From an optimization exercise on the open Yosys and OpenROAD flow, aimed at small area, a short achievable clock period and few clock cycles per item; shortcuts taken in it are not production practice. RTL that was checked went through simulation tests only; none was proved equivalent to the original.

==> flow/design.v <==
`default_nettype none
package dpc_pkg;
	localparam int DEF_VALUE_BITS = 32;
	function automatic logic [39:0] bcd_mask(input int s);
		case (s)
			0: bcd_mask = 40'h0000000000;
			1: bcd_mask = 40'h0000000001;
			2: bcd_mask = 40'h0000000003;
			3: bcd_mask = 40'h0000000007;
			4: bcd_mask = 40'h000000001f;
			5: bcd_mask = 40'h000000003f;
			6: bcd_mask = 40'h000000007f;
			7: bcd_mask = 40'h00000001ff;
			8: bcd_mask = 40'h00000003ff;
			9: bcd_mask = 40'h00000007ff;
			10: bcd_mask = 40'h0000001fff;
			11: bcd_mask = 40'h0000003fff;
			12: bcd_mask = 40'h0000007fff;
			13: bcd_mask = 40'h000000ffff;
			14: bcd_mask = 40'h000001ffff;
			15: bcd_mask = 40'h000003ffff;
			16: bcd_mask = 40'h000007ffff;
			17: bcd_mask = 40'h00001fffff;
			18: bcd_mask = 40'h00003fffff;
			19: bcd_mask = 40'h00007fffff;
			20: bcd_mask = 40'h0001ffffff;
			21: bcd_mask = 40'h0003ffffff;
			22: bcd_mask = 40'h0007ffffff;
			23: bcd_mask = 40'h000fffffff;
			24: bcd_mask = 40'h001fffffff;
			25: bcd_mask = 40'h003fffffff;
			26: bcd_mask = 40'h007fffffff;
			27: bcd_mask = 40'h01ffffffff;
			28: bcd_mask = 40'h03ffffffff;
			29: bcd_mask = 40'h07ffffffff;
			30: bcd_mask = 40'h1fffffffff;
			31: bcd_mask = 40'h3fffffffff;
			default: bcd_mask = 40'hffffffffff;
		endcase
	endfunction
	function automatic logic [3:0] dd_adjust(input logic [3:0] d);
		dd_adjust[3] = d[3] | (d[2] & (d[1] | d[0]));
		dd_adjust[2] = d[3] ? d[0] : (d[2] & !d[1] & !d[0]);
		dd_adjust[1] = d[3] ? !d[0] : (d[2] ? (d[1] & d[0]) : d[1]);
		dd_adjust[0] = d[3] ? !d[0] : (d[2] ? (d[1] & !d[0]) : d[0]);
	endfunction
endpackage
`default_nettype wire
`default_nettype none
module dpc_dd_stage
#(
	parameter int S0 = 0,
	parameter int NB = 8
) (
	input  wire logic [39:0]   in_bcd,
	input  wire logic [NB-1:0] in_bits,
	output logic      [39:0]   out_bcd
);
	logic [39:0] b;
	always_comb begin
		b = in_bcd & dpc_pkg::bcd_mask(S0);
		for (int s = 0; s < NB; s++) begin
			for (int k = 0; k < 10; k++) begin
				b[k*4 +: 4] = dpc_pkg::dd_adjust(b[k*4 +: 4]);
			end
			b = {b[38:0], in_bits[NB-1-s]} & dpc_pkg::bcd_mask(S0 + s + 1);
		end
		out_bcd = b;
	end
endmodule
`default_nettype wire
`default_nettype none
module dpc_sym_pairs (
	input  wire logic [39:0] in_bcd,
	output logic      [10:2] out_eq,
	output logic      [9:1]  out_nz
);
	logic [4:0] peq [11];
	always_comb begin
		for (int i = 1; i < 10; i++) begin
			out_nz[i] = |in_bcd[i*4 +: 4];
		end
		for (int l = 2; l <= 10; l++) begin
			peq[l] = 5'h1f;
			for (int i = 0; i < l / 2; i++) begin
				peq[l][i] = (in_bcd[i*4 +: 4] == in_bcd[(l-1-i)*4 +: 4]);
			end
			out_eq[l] = &peq[l];
		end
	end
endmodule
module dpc_sym_check (
	input  wire logic [10:2] in_eq,
	input  wire logic [9:1]  in_nz,
	output logic             out_pal
);
	logic [9:0] nz;
	logic [9:0] hi_zero;
	logic [9:0] term;
	always_comb begin
		nz = {in_nz, 1'b0};
		for (int l = 0; l < 10; l++) begin
			hi_zero[l] = ((nz >> (l + 1)) == 10'd0);
		end
		term[0] = hi_zero[0];
		for (int l = 2; l <= 10; l++) begin
			term[l-1] = nz[l-1] & hi_zero[l-1] & in_eq[l];
		end
		out_pal = |term;
	end
endmodule
`default_nettype wire
`default_nettype none
module decimal_palindrome_check_unit
#(
	parameter int VALUE_BITS = dpc_pkg::DEF_VALUE_BITS
) (
	input  wire logic                         clk,
	input  wire logic                         arst_n,
	input  wire logic                         in_valid,
	output logic                              in_ready,
	input  wire logic signed [VALUE_BITS-1:0] in_value,
	input  wire logic                         in_is_last,
	output logic                              out_valid,
	input  wire logic                         out_ready,
	output logic signed [VALUE_BITS-1:0]      out_value_echo,
	output logic                              out_is_palindrome,
	output logic                              out_last_out
);
	logic        adv;
	logic        valid_q1;
	logic        last_q1;
	logic [31:0] value_q1;
	logic [39:0] bcd_q1;
	logic [39:0] bcd_nx1;
	logic        valid_q2;
	logic        last_q2;
	logic [31:0] value_q2;
	logic [39:0] bcd_q2;
	logic [39:0] bcd_nx2;
	logic        valid_q3;
	logic        last_q3;
	logic [31:0] value_q3;
	logic [39:0] bcd_q3;
	logic [39:0] bcd_nx3;
	logic        valid_q4;
	logic        last_q4;
	logic [31:0] value_q4;
	logic [39:0] bcd_q4;
	logic [39:0] bcd_nx4;
	logic        valid_q5;
	logic        last_q5;
	logic [31:0] value_q5;
	logic [10:2] eq_q5;
	logic [9:1]  nz_q5;
	logic        neg9_q5;
	logic [39:0] bcd_fin;
	logic [39:0] bcd_mag;
	logic        pal;
	logic [10:2] eq_nx;
	logic [9:1]  nz_nx;
	logic        neg_end9;
	logic [3:0]  d0;
	logic [3:0]  d0_inc;
	assign adv      = !valid_q5 || out_ready;
	assign in_ready = adv;
	dpc_dd_stage #(.S0(0), .NB(7)) u_dd0 (
		.in_bcd  (40'd0),
		.in_bits (in_value[30:24] ^ {7{in_value[31]}}),
		.out_bcd (bcd_nx1)
	);
	dpc_dd_stage #(.S0(7), .NB(6)) u_dd1 (
		.in_bcd  (bcd_q1),
		.in_bits (value_q1[23:18] ^ {6{value_q1[31]}}),
		.out_bcd (bcd_nx2)
	);
	dpc_dd_stage #(.S0(13), .NB(7)) u_dd2 (
		.in_bcd  (bcd_q2),
		.in_bits (value_q2[17:11] ^ {7{value_q2[31]}}),
		.out_bcd (bcd_nx3)
	);
	dpc_dd_stage #(.S0(20), .NB(7)) u_dd3 (
		.in_bcd  (bcd_q3),
		.in_bits (value_q3[10:4] ^ {7{value_q3[31]}}),
		.out_bcd (bcd_nx4)
	);
	dpc_dd_stage #(.S0(27), .NB(4)) u_dd4 (
		.in_bcd  (bcd_q4),
		.in_bits (value_q4[3:0] ^ {4{value_q4[31]}}),
		.out_bcd (bcd_fin)
	);
	assign d0     = bcd_fin[3:0];
	assign d0_inc = {d0[3] | (d0[2] & d0[1] & d0[0]), d0[2] ^ (d0[1] & d0[0]), d0[1] ^ d0[0], !d0[0]};
	assign bcd_mag = {bcd_fin[39:4], value_q4[31] ? d0_inc : d0};
	assign neg_end9 = value_q4[31] && bcd_fin[3] && bcd_fin[0];
	dpc_sym_pairs u_pairs (
		.in_bcd  (bcd_mag),
		.out_eq  (eq_nx),
		.out_nz  (nz_nx)
	);
	always_ff @(posedge clk or negedge arst_n) begin
		if (!arst_n) begin
			valid_q1 <= 1'b0;
			valid_q2 <= 1'b0;
			valid_q3 <= 1'b0;
			valid_q4 <= 1'b0;
			valid_q5 <= 1'b0;
		end else begin
			if (adv) begin
				valid_q1 <= in_valid;
				valid_q2 <= valid_q1;
				valid_q3 <= valid_q2;
				valid_q4 <= valid_q3;
				valid_q5 <= valid_q4;
			end
		end
	end
	always_ff @(posedge clk) begin
		if (adv && in_valid) begin
			last_q1  <= in_is_last;
			value_q1 <= in_value;
			bcd_q1   <= bcd_nx1;
		end
		if (adv && valid_q1) begin
			last_q2  <= last_q1;
			value_q2 <= value_q1;
			bcd_q2   <= bcd_nx2;
		end
		if (adv && valid_q2) begin
			last_q3  <= last_q2;
			value_q3 <= value_q2;
			bcd_q3   <= bcd_nx3;
		end
		if (adv && valid_q3) begin
			last_q4  <= last_q3;
			value_q4 <= value_q3;
			bcd_q4   <= bcd_nx4;
		end
		if (adv && valid_q4) begin
			last_q5  <= last_q4;
			value_q5 <= value_q4;
			eq_q5    <= eq_nx;
			nz_q5    <= nz_nx;
			neg9_q5  <= neg_end9;
		end
	end
	assign out_valid         = valid_q5;
	assign out_last_out      = last_q5;
	assign out_value_echo    = value_q5;
	dpc_sym_check u_sym (
		.in_eq   (eq_q5),
		.in_nz   (nz_q5),
		.out_pal (pal)
	);
	assign out_is_palindrome = pal && !neg9_q5;
endmodule
`default_nettype wire
Settings: LEC_CHECK=0, ABC_AREA=1, CAP_MARGIN=20, CORE_MARGIN=2, CORE_UTILIZATION=40, SETUP_SLACK_MARGIN=3.0, SLEW_MARGIN=20; clock period 6.5 ns.
standard.sh (not shown) runs the stock make flow with config.mk's settings and CLKGATE_MAP_FILE= SYNTH_SCRIPT=/design/flow/synth_recipe.tcl, a recipe that flattens the netlist after the stock synthesis.
==> flow/flow/run.sh <==
#!/bin/bash
# The standard layout, with the port buffers made as sky130_fd_sc_hd__buf_1 cells (the flow's
# timing repair resizes them where needed) instead of the slow delay-buffer cell that
# buffer_ports picks by default. Every port still gets its buffer.
set -euo pipefail
export BUFFER_PORTS_ARGS="-buffer_cell sky130_fd_sc_hd__buf_1"
bash standard.sh > standard_flow.log 2>&1
Then changed:
--- a/flow/design.v
+++ b/flow/design.v
@@ -168,26 +168,26 @@
 		.in_bcd  (40'd0),
 		.in_bits (in_value[30:24] ^ {7{in_value[31]}}),
 		.out_bcd (bcd_nx1)
 	);
-	dpc_dd_stage #(.S0(7), .NB(6)) u_dd1 (
+	dpc_dd_stage #(.S0(7), .NB(7)) u_dd1 (
 		.in_bcd  (bcd_q1),
-		.in_bits (value_q1[23:18] ^ {6{value_q1[31]}}),
+		.in_bits (value_q1[23:17] ^ {7{value_q1[31]}}),
 		.out_bcd (bcd_nx2)
 	);
-	dpc_dd_stage #(.S0(13), .NB(7)) u_dd2 (
+	dpc_dd_stage #(.S0(14), .NB(7)) u_dd2 (
 		.in_bcd  (bcd_q2),
-		.in_bits (value_q2[17:11] ^ {7{value_q2[31]}}),
+		.in_bits (value_q2[16:10] ^ {7{value_q2[31]}}),
 		.out_bcd (bcd_nx3)
 	);
-	dpc_dd_stage #(.S0(20), .NB(7)) u_dd3 (
+	dpc_dd_stage #(.S0(21), .NB(7)) u_dd3 (
 		.in_bcd  (bcd_q3),
-		.in_bits (value_q3[10:4] ^ {7{value_q3[31]}}),
+		.in_bits (value_q3[9:3] ^ {7{value_q3[31]}}),
 		.out_bcd (bcd_nx4)
 	);
-	dpc_dd_stage #(.S0(27), .NB(4)) u_dd4 (
+	dpc_dd_stage #(.S0(28), .NB(3)) u_dd4 (
 		.in_bcd  (bcd_q4),
-		.in_bits (value_q4[3:0] ^ {4{value_q4[31]}}),
+		.in_bits (value_q4[2:0] ^ {3{value_q4[31]}}),
 		.out_bcd (bcd_fin)
 	);
 	assign d0     = bcd_fin[3:0];
 	assign d0_inc = {d0[3] | (d0[2] & d0[1] & d0[0]), d0[2] ^ (d0[1] & d0[0]), d0[1] ^ d0[0], !d0[0]};
The new run produced a clean layout.
Design area stays flat.
First-iteration DRC count climbs by a little under a tenth.
Die area is about the same.
Clock-buffer cell count went up by 5.
Utilization stays flat.
Maximum frequency stays flat.
Testbench counts after the change, summed over its fixed seeds: cycles 12,040, items 12,000.
Function not checked in the first run of this note: the RTL went through the layout flow alone.

==> afterwards: timing with drivers on the ports <==
The flow's constraints put no driver on any port. The routed layouts listed below were extracted and timed again, unchanged, in two steps.
Step 1 sets driving cells, clkbuf_16 on the clock port and buf_2 on the other inputs (assumed; they add their load-dependent delay and slew).
Step 2 also shifts input and output timing later by t, the mid clock arrival at the registers, as if the neighbouring blocks saw the same clock.
Three values: no drivers, after step 1, after step 2; two values: the first two.
| run | shift t [ns] | slack for setup (ns) | latest minus earliest clock arrival (ns) | worst slew at a driven data input, ns |
|---|---|---|---|---|
| the first run | 0.635 | 3.198 / 3.174 / 2.817 | 0.030 / 0.030 | 0.05 |
| the second run | 0.622 | 3.206 / 3.172 / 2.859 | 0.012 / 0.012 | 0.05 |
After both steps every run listed still meets setup and hold. The setup slack of the first run, which loses most, moves by -0.024 ns with the drivers and by -0.381 ns with both steps.
